This is an optimization exercise on Yosys and OpenROAD, whose aim is small area, not a production implementation.
RTL that was checked went through simulation tests only; none was proved equivalent to the original.

==> wip/pepper <==
// dct_1d_top
module dct_1d_top (
	input  logic    clk,
	input  logic    rst,
	input  logic    in_valid,
	input  dct_types_pkg::sample_t in_sample,
	output logic         out_valid,
	output dct_ctrl_pkg::sample_idx_t  out_index,
	output dct_types_pkg::coef_t        out_coef
);
Settings: LEC_CHECK=0, CAP_MARGIN=20, CORE_MARGIN=2, CORE_UTILIZATION=40, CTS_CLUSTER_DIAMETER=80, CTS_CLUSTER_SIZE=30, SLEW_MARGIN=20, SYNTH_HIERARCHICAL=1; clock period 8.0 ns.
run.sh (not shown) runs the stock make flow with config.mk's settings and CLKGATE_MAP_FILE= SYNTH_SCRIPT=/design/flow/synth_recipe.tcl, a recipe that flattens the netlist after the stock synthesis.
==> inputs of wip/indigo, as changes to wip/pepper <==
- CTS_CLUSTER_DIAMETER: 80 -> 70
- CTS_CLUSTER_SIZE: 30 -> 25
==> run notes <==
                                                                    wip/pepper              wip/indigo
Result of the run                                               finished clean          finished clean
GR met1 Demand/Resource                                                  26.2%                   27.1%
Fraction of final layout cells sized beyond drive strength 1             7.62%                   7.82%
Transition time of the tightest slew-check pin                         1.15 ns                 1.15 ns
Layout fillers                                                            7119                    7113
R2R Setup Slk                                                          0.40 ns                 0.42 ns
Detailed route wirelength on metal2                                   37400 um                38100 um
Global routing usage summed across all routing layers                    19.6%                   19.8%
Wire length of the first global-routing pass                         121000 um               122000 um
Final design instance area without fill                            0.0351 mm^2             0.0352 mm^2
Hold Crit Endpoint                                            i_out.hold[1][2]  i_butterfly.pair_valid


==> 04-02: inputs <==
Another version of the RTL of dct_1d_top (not shown whole).
make LEC_CHECK=0 CAP_MARGIN=20 CORE_MARGIN=2 CORE_UTILIZATION=40 SLEW_MARGIN=20 finish   # period 8.0 ns
==> inputs of 04-25, as changes to 04-02 <==
--- a/flow/design.v
+++ b/flow/design.v
@@ -72,26 +72,25 @@
 `default_nettype wire
 `default_nettype none
 module dct_pair_buffer (
 	input  logic  clk,
 	input  logic  rst,
 	input  logic  done,
 	input  logic [8*(24+2)-1:0] acc,
-	input  logic [8*(24+2)-1:0] acc_next,
 	output logic       out_valid,
 	output dct_ctrl_pkg::sample_idx_t out_index,
 	output dct_types_pkg::coef_t      out_coef
 );
 	localparam int SW = 24 + 2;
 	logic [22+1:0] hold [4];
 	logic [22+1:0] sel;
 	always_ff @(posedge clk) begin
-		if (done) begin
+		if (out_valid && out_index == 3'd0) begin
 			for (int k = 0; k < 4; k++)
-				hold[k] <= acc_next[(k + 4)*SW + 2 +: 22 + 2];
+				hold[k] <= acc[(k + 4)*SW + 2 +: 22 + 2];
 		end
 	end
 	always_ff @(posedge clk or negedge rst) begin
 		if (!rst) begin
 			out_valid <= 1'b0;
 			out_index <= '0;
 		end else begin
@@ -124,16 +123,15 @@
 `default_nettype none
 module dct_even_odd_mac (
 	input  logic  clk,
 	input  logic  pair_valid,
 	input  dct_ctrl_pkg::step_t pair_step,
 	input  dct_types_pkg::pair_t pair_sum,
 	input  dct_types_pkg::pair_t pair_diff,
-	output logic [8*(24+2)-1:0] acc,
-	output logic [8*(24+2)-1:0] acc_next
+	output logic [8*(24+2)-1:0] acc
 );
 	logic [23:0] s_x0, s_x4, s_c2, s_c6, s_o1, s_o3, s_o5, s_o7;
 	logic [23:0] n_x0, n_x4, n_c2, n_c6, n_o1, n_o3, n_o5, n_o7;
 	logic [1:0] k_x0, k_x4, k_c2, k_c6, k_o1, k_o3, k_o5, k_o7;
 	logic [1:0] nk_x0, nk_x4, nk_c2, nk_c6, nk_o1, nk_o3, nk_o5, nk_o7;
 	logic  first, keep;
 	logic  neg1, neg5, neg7;
@@ -2520,22 +2518,14 @@
 	assign acc[1*(24+2) +: 24+2] = {k_o3, s_o3};
 	assign acc[2*(24+2) +: 24+2] = {k_c6, s_c6};
 	assign acc[3*(24+2) +: 24+2] = {k_o7, s_o7};
 	assign acc[4*(24+2) +: 24+2] = {k_x4, s_x4};
 	assign acc[5*(24+2) +: 24+2] = {k_o1, s_o1};
 	assign acc[6*(24+2) +: 24+2] = {k_c2, s_c2};
 	assign acc[7*(24+2) +: 24+2] = {k_o5, s_o5};
-	assign acc_next[0*(24+2) +: 24+2] = {nk_x0, n_x0};
-	assign acc_next[1*(24+2) +: 24+2] = {nk_o3, n_o3};
-	assign acc_next[2*(24+2) +: 24+2] = {nk_c6, n_c6};
-	assign acc_next[3*(24+2) +: 24+2] = {nk_o7, n_o7};
-	assign acc_next[4*(24+2) +: 24+2] = {nk_x4, n_x4};
-	assign acc_next[5*(24+2) +: 24+2] = {nk_o1, n_o1};
-	assign acc_next[6*(24+2) +: 24+2] = {nk_c2, n_c2};
-	assign acc_next[7*(24+2) +: 24+2] = {nk_o5, n_o5};
 endmodule
 `default_nettype wire
 `default_nettype none
 module dct_1d_top (
 	input  logic    clk,
 	input  logic    rst,
 	input  logic    in_valid,
@@ -2545,15 +2535,14 @@
 	output dct_types_pkg::coef_t        out_coef
 );
 	logic  pair_valid;
 	dct_ctrl_pkg::step_t pair_step;
 	dct_types_pkg::pair_t pair_sum;
 	dct_types_pkg::pair_t pair_diff;
 	logic [8*(24+2)-1:0] acc;
-	logic [8*(24+2)-1:0] acc_next;
 	dct_butterfly i_butterfly (
 		.clk        (clk),
 		.rst        (rst),
 		.in_valid   (in_valid),
 		.in_sample  (in_sample),
 		.pair_valid (pair_valid),
 		.pair_step  (pair_step),
@@ -2562,22 +2551,20 @@
 	);
 	dct_even_odd_mac i_mac (
 		.clk        (clk),
 		.pair_valid (pair_valid),
 		.pair_step  (pair_step),
 		.pair_sum   (pair_sum),
 		.pair_diff  (pair_diff),
-		.acc        (acc),
-		.acc_next   (acc_next)
+		.acc        (acc)
 	);
 	dct_pair_buffer i_out (
 		.clk        (clk),
 		.rst        (rst),
 		.done       (pair_valid && pair_step == 2'd3),
 		.acc        (acc),
-		.acc_next   (acc_next),
 		.out_valid  (out_valid),
 		.out_index  (out_index),
 		.out_coef   (out_coef)
 	);
 endmodule
 `default_nettype wire
==> run notes <==
- Max Used Layer: met5
- HPWL Detailed: 66.8 mm
- Non-Clock Buffer Area Fraction: around 2.4%
- Logic inverters: 680
- FILL cells: ~8100
- Tot GR Track Use: 19.6%
- Core area: 88000 um^2
- Wire length on met3: 5.50 mm
- Outcome: no timing/DRC/antenna violations
- Clock buf/inv share: 4.56%
- Area share of the largest cell type after synthesis: 33.2%
- Metal-1 WL: 37.7 mm
[end of results for 04-02]
==> run notes <==
- Outcome: no timing/DRC/antenna violations
- HPWL Detailed: 66.0 mm
- FILL cells: 8145
- Logic inverters: 678
- Core area: 88500 um^2
- Clock buf/inv share: between 4 and 5%
- Wire length on met3: 4.65 mm
- Crit path cell chain: inv_1 -> fa_1 -> fa_1 -> fa_1 -> fa_1 -> fa_1 -> fa_1 -> inv_1 -> ha_1 -> inv_1 -> fa_1 -> inv_1 -> fa_1 -> fa_1 -> fa_1 -> fa_1 -> fa_1 -> inv_1 -> ha_1 -> xor2_1 -> xnor2_1 -> xnor2_1
- Final Hold Fails: 0
- Max Used Layer: met4
- Metal-1 WL: 38.6 mm
- Non-Clock Buffer Area Fraction: 2.28%
[end of results for 04-25]
For 04-02, only the layout was checked, not whether the RTL still works.

re-timing with driven ports:
How much do the figures lean on ideal ports? The routed layouts below were timed once more, with nothing changed but the port constraints.
Step 1 (the two cells are an assumption about what drives the block):
set clk [get_ports {clk}]
set_driving_cell -lib_cell sky130_fd_sc_hd__clkbuf_16 $clk
set_driving_cell -lib_cell sky130_fd_sc_hd__buf_2 [delete_from_list [all_inputs] $clk]
Step 2 times the ports against the registers' clock, not the clock port: input delays grow and output delays shrink by t, the midpoint of the rising clock arrivals with the driver on.
Slacks: ideal ports / drivers / drivers and shift; pairs: ideal ports / drivers.
| run | t (ns) | setup slack, ns | worst hold slack (ns) | worst setup path after step 2 | worst data-port slew with drivers (ns) |
|---|---|---|---|---|---|
| wip/pepper | 0.678 | 0.400 / 0.400 / 0.400 | 0.444 / 0.444 / 0.444 | register to register | 0.04 |
| wip/indigo | 0.633 | 0.417 / 0.417 / 0.417 | 0.447 / 0.447 / 0.447 | register to register | 0.04 |
| 04-02 | 0.669 | 0.405 / 0.405 / 0.405 | 0.434 / 0.434 / 0.434 | register to register | 0.06 |
| 04-25 | 0.657 | 0.431 / 0.431 / 0.431 | 0.445 / 0.445 / 0.445 | register to register | 0.05 |
After both steps setup and hold are still met in every run listed.
